Context: an optimization exercise on an open-source flow, tuned for small area, a short achievable clock period and few clock cycles per item. The choices shown serve that exercise and are no tape-out recipe. In this exercise RTL edits were held to simulation tests only and were not proved equivalent to the original. No activity file was given, so power comes from the tool's default toggle rates.

==> flow/design.v <==
package tea_pkg;
    typedef logic [31:0] word_t;
    localparam word_t tea_delta = 32'h9e3779b9;
    function automatic logic [1023:0] sum_table();
        logic [1023:0] t;
        word_t s;
        s = '0;
        for (int j = 0; j < 32; j++) begin
            s = s + tea_delta;
            t[j*32 +: 32] = s;
        end
        sum_table = t;
    endfunction
    localparam logic [1023:0] sum_tab = sum_table();
    function automatic logic [32:0] add32(input word_t a, input word_t b, input logic cin);
        word_t pp, gg, p0, g0, c;
        int    j;
        p0 = a ^ b;
        g0 = a & b;
        pp = p0;
        gg = g0;
        gg[0] = gg[0] | (pp[0] & cin);
        for (int l = 0; l < 5; l++) begin
            for (int i = 31; i >= 0; i--) begin
                if (l > 0 && i == (1 << l)) begin
                    gg[i] = g0[i] | (p0[i] & g0[i - 1]) | (p0[i] & p0[i - 1] & gg[i - 2]);
                    pp[i] = p0[i] & p0[i - 1] & pp[i - 2];
                end else if ((i >> l) & 1) begin
                    j = ((i >> l) << l) - 1;
                    gg[i] = gg[i] | (pp[i] & gg[j]);
                    pp[i] = pp[i] & pp[j];
                end
            end
        end
        c = {gg[30:0], cin};
        add32 = {gg[31], p0 ^ c};
    endfunction
endpackage
`timescale 1ns/1ps
module crypt_machine #(
    parameter int data_in_w = 32,
    parameter int rounds    = 32
) (
    input  logic                  clk,
    input  logic                  resetn,
    input  logic [data_in_w-1:0]  data_in,
    input  logic                  go,
    input  logic                  decrypt,
    output logic                  done,
    output tea_pkg::word_t        display
);
    logic            s_load;       
    logic            s_load_rel;   
    logic            s_wait_op;    
    logic            s_run;        
    logic            s_wait_dec;   
    logic            s_wait_clr;   
    logic            s_clr_rel;    
    logic            running;      
    logic [2:0]      widx;
    logic            dec;        
    logic [6:0]      t;          
    tea_pkg::word_t  p, q;
    tea_pkg::word_t  r0, r1, r2, r3;
    tea_pkg::word_t  g;          
    logic            cin;
    tea_pkg::word_t  s;          
    logic start_enc, start_dec, start;
    assign start_enc = s_wait_op && go;
    assign start_dec = (s_wait_op && !go && decrypt) || (s_wait_dec && decrypt);
    assign start     = start_enc || start_dec;
    logic last;
    assign last = running && t[6];
    tea_pkg::word_t nw;
    logic           ovf;
    assign {ovf, nw} = tea_pkg::add32(p, g, cin);
    logic [27:0] a_x, a_y, a_z, a_s, a_c;
    logic [32:0] a_sum;
    assign a_x   = p[27:0];
    assign a_y   = g[27:0];
    assign a_z   = r0[31:4];
    assign a_s   = a_x ^ a_y ^ a_z;
    assign a_c   = (a_x & a_y) | (a_x & a_z) | (a_y & a_z);
    assign a_sum = tea_pkg::add32({4'd0, a_s}, {4'd0, a_c[26:0], cin}, 1'b0);
    tea_pkg::word_t b_s, b_c;
    logic [32:0]    b_sum;
    assign b_s   = p ^ g ^ s;
    assign b_c   = (p & g) | (p & s) | (g & s);
    assign b_sum = tea_pkg::add32(b_s, {b_c[30:0], cin}, 1'b0);
    tea_pkg::word_t c_z, c_s, c_c;
    logic [32:0]    c_sum;
    logic           c27;
    assign c_z   = {r1[26:0], 5'd0};
    assign c_s   = p ^ g ^ c_z;
    assign c_c   = (p & g) | (p & c_z) | (g & c_z);
    assign c_sum = tea_pkg::add32(c_s, {c_c[30:0], cin}, 1'b0);
    assign c27   = ovf ? (c_c[31] && c_sum[32]) : (c_c[31] || c_sum[32]);
    logic [4:0] r1_hi, r1_hi1;
    assign r1_hi  = r1[31:27];
    assign r1_hi1 = r1[31:27] + 5'd1;
    tea_pkg::word_t f_lo, g_nx;
    logic [4:0]     x_hi, g_hi0, g_hi1;
    assign f_lo  = {a_sum[27:0], r0[3:0]} ^ b_sum[31:0] ^ {5'd0, c_sum[31:5]};
    assign x_hi  = f_lo[31:27] ^ {5{dec}};
    assign g_hi0 = (x_hi ^ r1_hi)  & {5{m_n}};
    assign g_hi1 = (x_hi ^ r1_hi1) & {5{m_n}};
    assign g_nx  = {c27 ? g_hi1 : g_hi0, (f_lo[26:0] ^ {27{dec}}) & {27{m_n}}};
    logic       dec_n, m_n;
    assign dec_n = start ? start_dec : (running ? dec : 1'b1);
    assign m_n   = start ? start_dec : (running && (!dec || (t[5:0] != 6'd63)));
    logic [4:0] jh, sidx;
    assign jh   = t[5:1] + {4'd0, dec | t[0]};
    assign sidx = running ? (jh ^ {5{dec}}) : 5'd31;
    always_ff @(posedge clk) begin
        g    <= g_nx;
        cin  <= m_n && dec;
        s    <= start_enc ? tea_pkg::tea_delta : tea_pkg::sum_tab[sidx*32 +: 32];
    end
    logic load_q, load_p;
    assign load_q = s_load && (widx <= 3'd1);
    assign load_p = s_load_rel && (widx == 3'd0);
    logic rot, load_r2, load_r3;
    assign rot     = start || running ||
                     (s_load_rel && !go && ((widx == 3'd3) || (widx == 3'd5)));
    assign load_r2 = s_load && ((widx == 3'd2) || (widx == 3'd4));
    assign load_r3 = s_load && ((widx == 3'd3) || (widx == 3'd5));
    always_ff @(posedge clk) begin
        if (load_q || running || start) begin
            q <= load_q ? data_in : nw;
        end
        if (load_p || running || start) begin
            p <= q;
        end
        if (rot) begin
            r0 <= r2;
            r1 <= r3;
        end
        if (rot || load_r2) begin
            r2 <= load_r2 ? data_in : r0;
        end
        if (rot || load_r3) begin
            r3 <= load_r3 ? data_in : r1;
        end
    end
    logic last_word;
    assign last_word = (widx == 3'd5);
    always_ff @(posedge clk) begin
        if (!resetn) begin
            s_load     <= 1'b1;
            s_load_rel <= 1'b0;
            s_wait_op  <= 1'b0;
            s_run      <= 1'b0;
            s_wait_dec <= 1'b0;
            s_wait_clr <= 1'b0;
            s_clr_rel  <= 1'b0;
            running    <= 1'b0;
            widx       <= '0;
            done       <= 1'b0;
        end else begin
            s_load     <= (s_load && !go) || (s_load_rel && !go && !last_word) ||
                          (s_clr_rel && !go);
            s_load_rel <= (s_load || s_load_rel) && go;
            s_wait_op  <= (s_load_rel && !go && last_word) ||
                          (s_wait_op && !go && !decrypt);
            s_run      <= start || (s_run && !done);
            s_wait_dec <= (s_run && done && !dec) || (s_wait_dec && !decrypt && !go);
            s_wait_clr <= (s_run && done && dec) || (s_wait_clr && !go);
            s_clr_rel  <= (s_wait_dec && !decrypt && go) || ((s_wait_clr || s_clr_rel) && go);
            running    <= start || (running && !t[6]);
            done       <= last;
            if (s_load_rel && !go) begin
                widx <= widx + 3'd1;
            end else if (s_clr_rel && !go) begin
                widx <= '0;
            end
        end
    end
    always_ff @(posedge clk) begin
        dec <= dec_n;
        if (start) begin
            t <= '0;
        end else if (running) begin
            t <= t + 7'd1;
        end
    end
    always_ff @(posedge clk) begin
        if (!resetn || s_clr_rel) begin
            display <= '0;
        end else if (last) begin
            display <= {nw[15:0], q[15:0]};
        end
    end
endmodule
Settings: LEC_CHECK=0, CAP_MARGIN=20, CORE_MARGIN=2, CORE_UTILIZATION=40, CTS_CLUSTER_DIAMETER=100, CTS_CLUSTER_SIZE=24, SLEW_MARGIN=20; clock period 12.0 ns.
standard.sh (not shown) runs the stock make flow with config.mk's settings and CLKGATE_MAP_FILE= SYNTH_SCRIPT=/design/flow/synth_recipe.tcl, a recipe that flattens the netlist after the stock synthesis.
==> flow/flow/run.sh <==
#!/bin/bash
set -euo pipefail
export SETUP_SLACK_MARGIN=8.4
export BUFFER_PORTS_ARGS="-buffer_cell sky130_fd_sc_hd__buf_4"
bash standard.sh MATCH_CELL_FOOTPRINT=0 finish > standard.log 2>&1
Testbench counts at the start, summed over its fixed seeds: cycles 7,752, ops 96.
==> next run, changes <==
==> flow/flow/run.sh (replaced) <==
#!/bin/bash
set -euo pipefail
export SETUP_SLACK_MARGIN=8.2
export BUFFER_PORTS_ARGS="-buffer_cell sky130_fd_sc_hd__buf_4"
bash standard.sh MATCH_CELL_FOOTPRINT=0 finish > standard.log 2>&1
CORE_UTILIZATION = 60   (was 40)
PLACE_DENSITY = 0.8   (was unset)
The new run produced a clean layout.
Sequential power hardly moves.
Routed wire length goes down by a few percent.
Cell area goes down by a few percent.
Setup slack degrades by 0.036 ns.
Core utilization goes up by 21 points.
Sequential cell count stays the same.
Clock power goes down by roughly a tenth.

==> what the ideal ports hide <==
The flow's constraints put no driver on any port. The routed layouts listed below were extracted and timed again, unchanged, in two steps. Step 1 sets driving cells, clkbuf_16 on the clock port and buf_2 on the other inputs (assumed; they add their load-dependent delay and slew). Step 2 times the ports against the registers' clock, not the clock port: input delays grow and output delays shrink by t, the midpoint of the rising clock arrivals with the driver on. a / b / c = ideal / step 1 / step 2; a / b = the first two.
run | shift t [ns] | slack for setup (ns) | worst hold slack (ns) | worst setup path at the end | slew at the worst register clock pin (ns)
the first run | 0.591 | 8.187 / 8.187 / 7.922 | 0.413 / 0.413 / 0.413 | input to register | 0.10 / 0.10
the second run | 0.566 | 8.152 / 8.152 / 7.747 | 0.416 / 0.416 / 0.416 | input to register | 0.11 / 0.11
After both steps setup and hold are still met in every run listed. The setup slack of the second run, which loses most, moves by 0.000 ns with the drivers and by -0.405 ns with both steps.
